This is an optimization exercise on Yosys and OpenROAD, whose aim is small area and a short achievable clock period, not a production implementation. Only simulation tests tie the RTL to the original design; equivalence was not proved. Power and IR drop assume default switching activity.

## old
==> flow/design.v <==
module rc4_memory_bank #(
  parameter int                          S_DEPTH        = 256,
  parameter int                          MSG_DEPTH      = 32,
  parameter int                          DATA_W         = 8,
  parameter logic [MSG_DEPTH*DATA_W-1:0] ENC_INIT_IMAGE =
    256'hc9dc233605081f6271444b5eadb0878a99ecf3c6d5d82f3201141b6e7d40575a
) (
  input  logic              clk,
  input  logic              rst,
  input  logic [7:0]        s_address,
  input  logic [DATA_W-1:0] s_data,
  input  logic              s_wren,
  output logic [DATA_W-1:0] s_q,
  input  logic [7:0]        enc_address,
  output logic [DATA_W-1:0] enc_q,
  input  logic [7:0]        dec_address,
  input  logic [DATA_W-1:0] dec_data,
  input  logic              dec_wren,
  output logic [DATA_W-1:0] dec_q
);
  localparam int S_AW   = $clog2(S_DEPTH);
  localparam int MSG_AW = $clog2(MSG_DEPTH);
  localparam int S_LW   = S_AW / 2;
  localparam int S_HW   = S_AW - S_LW;
  localparam int M_LW   = MSG_AW / 2;
  localparam int M_HW   = MSG_AW - M_LW;
  logic [S_AW-1:0] s_a;
  assign s_a = s_address[S_AW-1:0];
  logic [(1<<S_LW)-1:0] s_lo, s_lo_w;
  logic [(1<<S_HW)-1:0] s_hi;
  logic                 s_we;
  assign s_we = rst & s_wren;
  always_comb begin
    for (int l = 0; l < (1<<S_LW); l++) begin
      s_lo[l]   = (s_a[S_LW-1:0] == l[S_LW-1:0]);
      s_lo_w[l] = s_lo[l] & s_we;
    end
    for (int h = 0; h < (1<<S_HW); h++)
      s_hi[h] = (s_a[S_AW-1:S_LW] == h[S_HW-1:0]);
  end
  logic [DATA_W-1:0]  s_mem [S_DEPTH];
  logic [S_DEPTH-1:0] s_rsel_n;
  logic [DATA_W-1:0]  s_rd;
  always_ff @(posedge clk) begin
    for (int w = 0; w < S_DEPTH; w++)
      if (s_hi[w >> S_LW] & s_lo_w[w % (1<<S_LW)])
        s_mem[w] <= s_data;
  end
  always_comb
    for (int w = 0; w < S_DEPTH; w++)
      s_rsel_n[w] = ~(s_hi[w >> S_LW] & s_lo[w % (1<<S_LW)]);
  logic [S_DEPTH*DATA_W-1:0] s_words;
  for (genvar w = 0; w < S_DEPTH; w++) begin : g_s_words
    assign s_words[w*DATA_W +: DATA_W] = s_mem[w];
  end
  rc4mb_rdmux #(.N(S_DEPTH), .W(DATA_W)) u_s_rdmux (
    .sel_n(s_rsel_n), .words(s_words), .q(s_rd)
  );
  always_ff @(posedge clk or negedge rst) begin
    if (!rst) s_q <= '0;
    else      s_q <= s_wren ? s_data : s_rd;
  end
  logic [MSG_AW-1:0] d_a;
  assign d_a = dec_address[MSG_AW-1:0];
  logic [(1<<M_LW)-1:0] d_lo, d_lo_w;
  logic [(1<<M_HW)-1:0] d_hi;
  logic                 d_we;
  assign d_we = rst & dec_wren;
  always_comb begin
    for (int l = 0; l < (1<<M_LW); l++) begin
      d_lo[l]   = (d_a[M_LW-1:0] == l[M_LW-1:0]);
      d_lo_w[l] = d_lo[l] & d_we;
    end
    for (int h = 0; h < (1<<M_HW); h++)
      d_hi[h] = (d_a[MSG_AW-1:M_LW] == h[M_HW-1:0]);
  end
  logic [DATA_W-1:0]    dec_mem [MSG_DEPTH];
  logic [MSG_DEPTH-1:0] d_rsel_n;
  logic [DATA_W-1:0]    d_rd;
  always_ff @(posedge clk) begin
    for (int w = 0; w < MSG_DEPTH; w++)
      if (d_hi[w >> M_LW] & d_lo_w[w % (1<<M_LW)])
        dec_mem[w] <= dec_data;
  end
  always_comb
    for (int w = 0; w < MSG_DEPTH; w++)
      d_rsel_n[w] = ~(d_hi[w >> M_LW] & d_lo[w % (1<<M_LW)]);
  logic [MSG_DEPTH*DATA_W-1:0] d_words;
  for (genvar w = 0; w < MSG_DEPTH; w++) begin : g_d_words
    assign d_words[w*DATA_W +: DATA_W] = dec_mem[w];
  end
  rc4mb_rdmux #(.N(MSG_DEPTH), .W(DATA_W)) u_d_rdmux (
    .sel_n(d_rsel_n), .words(d_words), .q(d_rd)
  );
  always_ff @(posedge clk or negedge rst) begin
    if (!rst) dec_q <= '0;
    else      dec_q <= dec_wren ? dec_data : d_rd;
  end
  logic [MSG_DEPTH*DATA_W-1:0] enc_rom;
  assign enc_rom = ENC_INIT_IMAGE;
  always_ff @(posedge clk or negedge rst) begin
    if (!rst) enc_q <= '0;
    else      enc_q <= enc_rom[enc_address[MSG_AW-1:0]*DATA_W +: DATA_W];
  end
  logic unused_addr_bits;
  assign unused_addr_bits = ^{enc_address[7:MSG_AW], dec_address[7:MSG_AW]};
endmodule
module rc4mb_rdmux #(
  parameter int N = 256,
  parameter int W = 8
) (
  input  logic [N-1:0]   sel_n,
  input  logic [N*W-1:0] words,
  output logic [W-1:0]   q
);
  localparam int N1 = N / 2;                  
  localparam int N2 = N1 / 2;                 
  localparam int N3 = N2 / 4;                 
  localparam int N4 = N3 / 2;                 
  localparam int N5 = N4 >= 4 ? N4 / 4 : 1;   
  logic [N1*W-1:0] t1_n;
  logic [N2*W-1:0] t2;
  logic [N3*W-1:0] t3_n;
  logic [N4*W-1:0] t4;
  logic [N5*W-1:0] t5_n;
  for (genvar g = 0; g < N1; g++) begin : g_t1
    for (genvar b = 0; b < W; b++) begin : g_b
      rc4mb_oai22 u_leaf (
        .a1(sel_n[2*g]),   .a2(words[(2*g)*W + b]),
        .b1(sel_n[2*g+1]), .b2(words[(2*g+1)*W + b]),
        .y(t1_n[g*W + b])
      );
    end
  end
  for (genvar g = 0; g < N2; g++) begin : g_t2
    rc4mb_nor #(.N(2), .W(W)) u_nor (.a(t1_n[2*g*W +: 2*W]), .y(t2[g*W +: W]));
  end
  for (genvar g = 0; g < N3; g++) begin : g_t3
    rc4mb_nand #(.N(4), .W(W)) u_nand (.a(t2[4*g*W +: 4*W]), .y(t3_n[g*W +: W]));
  end
  for (genvar g = 0; g < N4; g++) begin : g_t4
    rc4mb_nor #(.N(2), .W(W)) u_nor (.a(t3_n[2*g*W +: 2*W]), .y(t4[g*W +: W]));
  end
  if (N4 >= 4) begin : g_t5
    for (genvar g = 0; g < N5; g++) begin : g_g
      rc4mb_nand #(.N(4), .W(W)) u_nand (.a(t4[4*g*W +: 4*W]), .y(t5_n[g*W +: W]));
    end
  end else begin : g_t5
    always_comb begin
      t5_n = '1;
      for (int i = 0; i < N4; i++) t5_n = t5_n & t4[i*W +: W];
      t5_n = ~t5_n;
    end
  end
  always_comb begin
    q = '0;
    for (int i = 0; i < N5; i++) q = q | t5_n[i*W +: W];
    q = ~q;
  end
endmodule
module rc4mb_oai22 (
  input  logic a1,
  input  logic a2,
  input  logic b1,
  input  logic b2,
  output logic y
);
  assign y = ~((a1 | a2) & (b1 | b2));
endmodule
module rc4mb_nand #(
  parameter int N = 4,
  parameter int W = 8
) (
  input  logic [N*W-1:0] a,
  output logic [W-1:0]   y
);
  always_comb begin
    y = '1;
    for (int i = 0; i < N; i++) y = y & a[i*W +: W];
    y = ~y;
  end
endmodule
module rc4mb_nor #(
  parameter int N = 4,
  parameter int W = 8
) (
  input  logic [N*W-1:0] a,
  output logic [W-1:0]   y
);
  always_comb begin
    y = '0;
    for (int i = 0; i < N; i++) y = y | a[i*W +: W];
    y = ~y;
  end
endmodule
clock: 6.0 ns
lec_check: 0
cap_margin: 20
core_margin: 2
core_utilization: 40
setup_slack_margin: 3.2
slew_margin: 20
synth_hierarchical: 1
synth_minimum_keep_size: 0
run.sh (not shown) runs the stock make flow with config.mk's settings and CLKGATE_MAP_FILE= SYNTH_SCRIPT=/design/flow/synth_recipe.tcl, a recipe that flattens the netlist after the stock synthesis.
--- input diff old..new ---
- SETUP_SLACK_MARGIN now 3.6, was 3.2
- CTS_CLUSTER_SIZE now 30, previously not set
- CTS_CLUSTER_DIAMETER now 80, previously not set
## What came out
- Measured against each other, old and new differ in final worst clock skew, the lower figure coming from new.
- In terms of first-pass detailed-route iteration total, old and new differ only marginally.
- Cmp new vs old: layout clock buffer count lower in new
- Mean cell area of the mapped netlist: new vs old identical
- Looking at worst hold slack, new sits 0.27 ns below old.
- Cmp new vs old: met3 track demand over resource lower in new
- Taking old as the reference point, the register-to-register slack of new rises by 0.03 ns.
- Wire length of the first global-routing pass ends up higher on old.
- Internal power summed over all cells, new vs old: down by more than 10%
- new consumes less power than old does.

========
Starts from the design.v that is shown in full above.
clock: 6.0 ns
lec_check: 0
cap_margin: 20
core_margin: 2
core_utilization: 40
setup_slack_margin: 3.35
slew_margin: 20
synth_hierarchical: 1
synth_minimum_keep_size: 0
The baseline produced a clean layout.
==> next run, changes <==
- CTS_BUF_LIST: unset -> sky130_fd_sc_hd__clkbuf_8
- SETUP_SLACK_MARGIN: 3.35 -> 3.6
The changed run finished clean.
Fmax went up by 6.2%.
Total power shrinks by about 4%.
Register-to-register slack gains 0.34 ns.
Die area is unchanged.
Setup slack improved by 0.18 ns.
Routed wire length rose by 2.5%.
Area after synthesis does not change.
==> next run, changes <==
- CORE_UTILIZATION: 40 -> 65
- CTS_BUF_LIST: sky130_fd_sc_hd__clkbuf_8 -> unset
- PLACE_DENSITY: unset -> 0.75
- SETUP_SLACK_MARGIN: 3.6 -> 3.35
Register-to-register slack degrades by 0.19 ns.
Die area decreases by 38%.
Synthesized area is unchanged.
==> next run, changes <==
- CORE_UTILIZATION: 65 -> 40
- PLACE_DENSITY: 0.75 -> unset
- SETUP_SLACK_MARGIN: 3.35 -> 3.6
The new run went through all stages and came out clean.
Utilization is lower by 28 points.
Count of clock-buffer cells in the layout is unchanged.
Worst setup slack improves by 0.17 ns.
Clock skew is higher by 0.021 ns.
Critical path depth is lower by 1.
Register-to-register slack is better by 0.25 ns.
Synthesized area stays the same.
Non-clock buffer count went up by 16.
Routed wire length increases by 3.1%.

========
## 10-10
// rc4_memory_bank: RTL as listed in full above, without the edits since
clock: 6.0 ns
lec_check: 0
cap_margin: 20
core_margin: 2
core_utilization: 40
cts_cluster_diameter: 80
cts_cluster_size: 30
setup_slack_margin: 3.6
slew_margin: 20
synth_hierarchical: 1
synth_minimum_keep_size: 0
standard.sh (not shown) runs the stock make flow with config.mk's settings and CLKGATE_MAP_FILE= SYNTH_SCRIPT=/design/flow/synth_recipe.tcl, a recipe that flattens the netlist after the stock synthesis.
==> flow/flow/run.sh <==
#!/bin/bash
# Standard layout (the standard.sh) run stage by stage, with a setup
# repair margin per stage. Before CTS the clock is ideal, so the early
# repairs aim lower: with the propagated clock later the registers' clock
# latency gives the input paths back that time. Each stage's full output
# goes to its own log file in this folder.
set -euo pipefail
M_FLOOR=2.9
M_PLACE=2.9
M_CTS=3.4
M_ROUTE=3.6
bash standard.sh synth > synth.log 2>&1
bash standard.sh SETUP_SLACK_MARGIN=$M_FLOOR floorplan > floorplan.log 2>&1
bash standard.sh SETUP_SLACK_MARGIN=$M_PLACE place > place.log 2>&1
bash standard.sh SETUP_SLACK_MARGIN=$M_CTS cts > cts.log 2>&1
bash standard.sh SETUP_SLACK_MARGIN=$M_ROUTE finish > route_finish.log 2>&1
Modified inputs, 05-26 compared to 10-10
Settings: CTS_CLUSTER_DIAMETER: 80 -> unset; TNS_END_PERCENT: unset -> 5; CTS_CLUSTER_SIZE: 30 -> unset.
==> flow/run.sh (new file) <==
#!/bin/bash
# synth_recipe.tcl (not shown) runs the flow's synth.tcl, then flattens the netlist and writes it again
# the make line also repeats each setting of config.mk as NAME=value (left out here)
make -C /OpenROAD-flow-scripts/flow DESIGN_CONFIG=/design/flow/config.mk WORK_HOME=/design/flow/orfs CLKGATE_MAP_FILE= SYNTH_SCRIPT=/design/flow/synth_recipe.tcl finish
removed: flow/flow/run.sh
removed: flow/standard.sh
Notes after the runs:
Compared with 10-10, 05-26 shows a lower final weighted congestion in routability-driven placement.
The lower total number of nets in the final design came out of 10-10.
Of 10-10 and 05-26, 05-26 shows the lower portion of total power attributed to combinational logic, with 10-10 above it.
From 10-10 to 05-26 the numbers moved as follows: number of sequential cells in the layout comparable; total number of cells along the worst setup path now larger.

static timing again, ports no longer ideal:
In the flow no input, the clock included, has a driving cell. The finished layouts below were timed again as built, in two steps. Step 1, drivers: a clkbuf_16 drives clk and a buf_2 each remaining input, both assumed. Step 2 moves the port delays by t, midway between the first and last clock arrival at a register: inputs arrive t later, outputs are due t later. That takes back most of the time a late clock gives input paths. Three values: ideal, step 1, step 2; two values: the first two.
run	t, ns	slack for setup (ns)	worst setup path after step 2	worst register clock-pin slew, ns	worst data-port slew with drivers (ns)
old	0.905	3.043 / 3.035 / 2.130	input to register	0.07 / 0.07	0.22
new	0.873	3.222 / 3.104 / 2.232	input to register	0.11 / 0.11	0.20
the first run of note 2	0.921	2.948 / 2.865 / 1.944	input to register	0.07 / 0.07	0.18
the second run of note 2	1.097	3.125 / 3.043 / 2.246	input to register	0.07 / 0.07	0.20
the third run of note 2	0.900	3.042 / 3.009 / 2.109	input to register	0.07 / 0.07	0.16
the fourth run of note 2	0.933	3.215 / 3.143 / 2.209	input to register	0.07 / 0.07	0.18
10-10	0.867	3.079 / 3.054 / 2.187	input to register	0.12 / 0.12	0.11
05-26	0.921	3.109 / 3.037 / 2.116	input to register	0.07 / 0.07	0.20
After both steps every run listed still meets setup and hold. The setup slack of the fourth run of note 2, which loses most, moves by -0.072 ns with the drivers and by -1.006 ns with both steps.
